Source: an optimization exercise on an open RTL-to-GDS flow (aim: small area, a short achievable clock period and few clock cycles per item). Production flows keep margins and buffers that such runs may drop. Power figures rest on the tool's default switching activity, not on a simulated workload.

Design rgb_to_ycbcr_block_builder_unit, start of the top module:
module rgb_to_ycbcr_block_builder_unit (
  input  wire logic              clk_i,
  input  wire logic              rst_ni,
  input  wire logic              in_vld_i,
  output logic                   in_stall_o,
  input  wire logic              kind_i,
  input  wire logic [7:0]        red_i,
  input  wire logic [7:0]        green_i,
  input  wire logic [7:0]        blue_i,
  output logic                   out_vld_o,
  input  wire logic              out_stall_i,
  output logic                   pixel_taken_o,
  output logic                   sample_valid_o,
  output logic signed [8:0]      sample_o,
  output logic        [1:0]      block_type_o,
  output logic        [5:0]      element_index_o,
  output logic                   last_of_block_o
);
  localparam int unsigned FD = 8;      
  localparam int unsigned FW = 3;      
  localparam int unsigned TQ = 3;      
  localparam logic [1:0] T_NONE   = rybb_pkg::TOK_NONE;
  localparam logic [1:0] T_TAKEN  = rybb_pkg::TOK_TAKEN;
  localparam logic [1:0] T_SAMPLE = rybb_pkg::TOK_SAMPLE;
  logic       stall_q;
  logic       pend_q;
  logic [7:0] cnt_q;
  logic [5:0] wph_q;      
  logic       accept, take_px, take_pl;
  logic [1:0] tok;
  assign accept  = in_vld_i && !stall_q;
  assign take_px = accept && !kind_i && !pend_q;
  assign take_pl = accept &&  kind_i &&  pend_q;
  assign tok     = take_px ? T_TAKEN : take_pl ? T_SAMPLE : T_NONE;
  logic cnt_last_px, cnt_last_pl;
  assign cnt_last_px = (cnt_q[5:0] == 6'd63);
  assign cnt_last_pl = (cnt_q == 8'd191);
  logic       pend_d;
  logic [7:0] cnt_d, cnt_inc;
  assign cnt_inc = cnt_q + 8'd1;
  always_comb begin
    pend_d = pend_q;
    cnt_d  = cnt_q;
    if (take_px) begin
      pend_d = cnt_last_px;
      cnt_d  = cnt_last_px ? 8'd0 : cnt_inc;
    end else if (take_pl) begin
      pend_d = !cnt_last_pl;
      cnt_d  = cnt_last_pl ? 8'd0 : cnt_inc;
    end
  end
  always_ff @(posedge clk_i or negedge rst_ni) begin
    if (!rst_ni) begin
      pend_q <= 1'b0;
      cnt_q  <= '0;
    end else begin
      pend_q <= pend_d;
      cnt_q  <= cnt_d;
    end
  end
  always_ff @(posedge clk_i) begin
    wph_q <= take_px ? 6'd0 : wph_q + 6'd1;
  end
  logic [7:0] y_c, cb_c, cr_c;
  rybb_conv u_conv (
  ...
For scale: roughly 3000 cells after synthesis, about 1900 flip-flops, roughly 51 I/O pins, ~0.048 mm^2 of cells after synthesis.
export LEC_CHECK = 0
export CAP_MARGIN = 20
export CORE_MARGIN = 2
export CORE_UTILIZATION = 65
export CTS_CLUSTER_DIAMETER = 100
export CTS_CLUSTER_SIZE = 30
export SETUP_SLACK_MARGIN = 4.4
export SLEW_MARGIN = 20
create_clock -name core_clock -period 7.0 [get_ports {clk_i}]
run.sh (not shown) runs the stock make flow with config.mk's settings and CLKGATE_MAP_FILE= SYNTH_SCRIPT=/design/flow/synth_recipe.tcl, a recipe that flattens the netlist after the stock synthesis.
The baseline finished with timing, DRC and antenna clean.
Then changed:
--- a/flow/design.v
+++ b/flow/design.v
@@ -16,17 +16,15 @@
   input  wire logic [7:0] b_i,
   output logic      [7:0] y_o,
   output logic      [7:0] cb_o,
   output logic      [7:0] cr_o
 );
   logic [7:0] r0, g0, b0;
-  always_ff @(posedge clk_i) begin
-    r0 <= r_i;
-    g0 <= g_i;
-    b0 <= b_i;
-  end
+  assign r0 = r_i;
+  assign g0 = g_i;
+  assign b0 = b_i;
   logic [9:0] e_m, e_s, e_c;
   assign e_m = ~{1'b0, g0, 1'b0};
   assign e_s = {2'b0, r0} ^ {2'b0, b0} ^ e_m;
   assign e_c = ({2'b0, r0} & {2'b0, b0}) | ({2'b0, r0} & e_m) | ({2'b0, b0} & e_m);
   logic [7:0] g1;
   logic [8:0] d11, d21;
@@ -305,18 +303,19 @@
       cnt_q  <= cnt_d;
     end
   end
   always_ff @(posedge clk_i) begin
     wph_q <= take_px ? 6'd0 : wph_q + 6'd1;
   end
-  logic [7:0] y_c, cb_c, cr_c;
+  logic [7:0]  y_c, cb_c, cr_c;
+  logic [23:0] ring_q [64];
   rybb_conv u_conv (
     .clk_i (clk_i),
-    .r_i   (red_i),
-    .g_i   (green_i),
-    .b_i   (blue_i),
+    .r_i   (ring_q[0][23:16]),
+    .g_i   (ring_q[0][15:8]),
+    .b_i   (ring_q[0][7:0]),
     .y_o   (y_c),
     .cb_o  (cb_c),
     .cr_o  (cr_c)
   );
   logic [3:0] wr_q;      
   logic [3:0] wlast_q;   
@@ -327,26 +326,26 @@
       wr_q <= {wr_q[2:0], take_px};
     end
   end
   always_ff @(posedge clk_i) begin
     wlast_q <= {wlast_q[2:0], cnt_last_px};
   end
-  logic [23:0] ring_q [64];
   always_ff @(posedge clk_i) begin
-    ring_q[0] <= wr_q[3] ? {cr_c, cb_c, y_c} : ring_q[63];
+    ring_q[0] <= take_px ? {red_i, green_i, blue_i} : ring_q[63];
     for (int i = 1; i < 64; i++) ring_q[i] <= ring_q[i-1];
+    ring_q[4] <= wr_q[3] ? {cr_c, cb_c, y_c} : ring_q[3];
   end
   logic          rd_act_q;    
   logic [5:0]    pos_q;       
   logic [7:0]    rn_q;        
   logic [FD-1:0] fth_q;
   logic          rd, fpop;
   logic [23:0]   tap;
   logic [7:0]    rd_byte;
-  assign rd  = rd_act_q && (pos_q[2:0] == 3'd7) && !fth_q[FD-1];
-  assign tap = ring_q[{pos_q[5:3], 3'd7}];
+  assign rd  = rd_act_q && (pos_q[2:0] == 3'd3) && !fth_q[FD-1];
+  assign tap = ring_q[{pos_q[5:3], 3'd3}];
   always_comb begin
     unique case (rn_q[7:6])
       2'd0:    rd_byte = tap[7:0];
       2'd1:    rd_byte = tap[15:8];
       default: rd_byte = tap[23:16];
     endcase
@@ -360,13 +359,13 @@
   always_ff @(posedge clk_i or negedge rst_ni) begin
     if (!rst_ni) rd_act_q <= 1'b0;
     else         rd_act_q <= rd_act_d;
   end
   always_ff @(posedge clk_i) begin
     if (wr_q[3] && wlast_q[3]) begin
-      pos_q <= 6'd63;
+      pos_q <= 6'd3;
       rn_q  <= '0;
     end else if (rd) begin
       rn_q  <= rn_q + 8'd1;
     end else begin
       pos_q <= pos_q + 6'd1;
     end
@@ -393,17 +392,15 @@
   logic [2:0] tq_v_q;           
   logic [1:0] tcls_q;           
   logic       acc_q;            
   logic [1:0] tok_q;            
   logic       open, tok_avail, consume;
   logic [1:0] head_cls;
-  logic       h0, h1, h2, e1one;
+  logic       h0, h1;
   assign h0       = (tq_cnt_q[0] == 8'd0);
   assign h1       = (tq_cnt_q[0] == 8'd1);
-  assign h2       = (tq_cnt_q[0] == 8'd2);
-  assign e1one    = (tq_cnt_q[1] == 8'd1);
   assign head_cls = tq_cls_q[0];
   assign tok_avail = tq_v_q[0] && !h0 && ((head_cls != T_SAMPLE) || fth_q[0]);
   assign open      = !out_v_q || !out_stall_i;
   assign consume   = open && tok_avail;
   assign fpop      = consume && (head_cls == T_SAMPLE);
   always_ff @(posedge clk_i or negedge rst_ni) begin
@@ -496,15 +493,14 @@
     st_pix  = tq_full(tq_v_q, push_new, px_new) ||
               (!pend_q && !cnt_last_px && rd_act_d);
     st_pull = tq_full(tq_v_q, push_new, pl_new) ||
               (pend_q ? (cnt_last_pl && rd_act_d)
                       : (rd_act_d || ((cnt_q[5:0] != 6'd0) && (wph_q != 6'd63))));
   end
-  always_ff @(posedge clk_i or negedge rst_ni) begin
-    if (!rst_ni) stall_q <= 1'b0;
-    else         stall_q <= !accept ? st_none : kind_i ? st_pull : st_pix;
+  always_ff @(posedge clk_i) begin
+    stall_q <= !accept ? st_none : kind_i ? st_pull : st_pix;
   end
   logic       out_v_q;
   logic [7:0] ocnt_q;
   logic       taken_q, sval_q, last_q;
   logic [8:0] smp_q;
   logic [1:0] btype_q;
Effect: The changed run completed without violations; area after synthesis is lower by 0.86%; wire length is higher by 5.6%; setup slack gets worse by 0.051 ns; count of clock-buffer cells in the layout is higher by 4; sequential share of layout area is lower by 0.79 points; via count hardly moves; worst hold slack gets better by 0.0030 ns; design area is lower by 0.99%; flip-flop and latch count is lower by 40; sequential power barely changes; non-clock buffer count is lower by 18; clock power is lower by about 1%.
Function was not checked in any run of this note: the RTL went through the layout flow alone.

-- static timing again, ports no longer ideal --
No port has a modelled driver above. Below, the same layouts with a new extraction and two added sets of constraints.
Step 1 sets driving cells, clkbuf_16 on the clock port and buf_2 on the other inputs (assumed; they add their load-dependent delay and slew).
Step 2 times the ports against the registers' clock, not the clock port: input delays grow and output delays shrink by t, the midpoint of the rising clock arrivals with the driver on.
a / b / c = ideal ports / drivers / drivers and shift; a / b = the first two.
run	t (ns)	slack for setup (ns)	worst setup path after step 2	worst data-port slew with drivers (ns)	cell pins on the clock port's net
the first run	0.718	4.395 / 4.326 / 3.835	input to register	0.04	1
the second run	0.713	4.344 / 4.279 / 3.820	input to register	0.06	1
After both steps setup and hold are still met in every run listed. The setup slack of the first run, which loses most, moves by -0.069 ns with the drivers and by -0.560 ns with both steps.
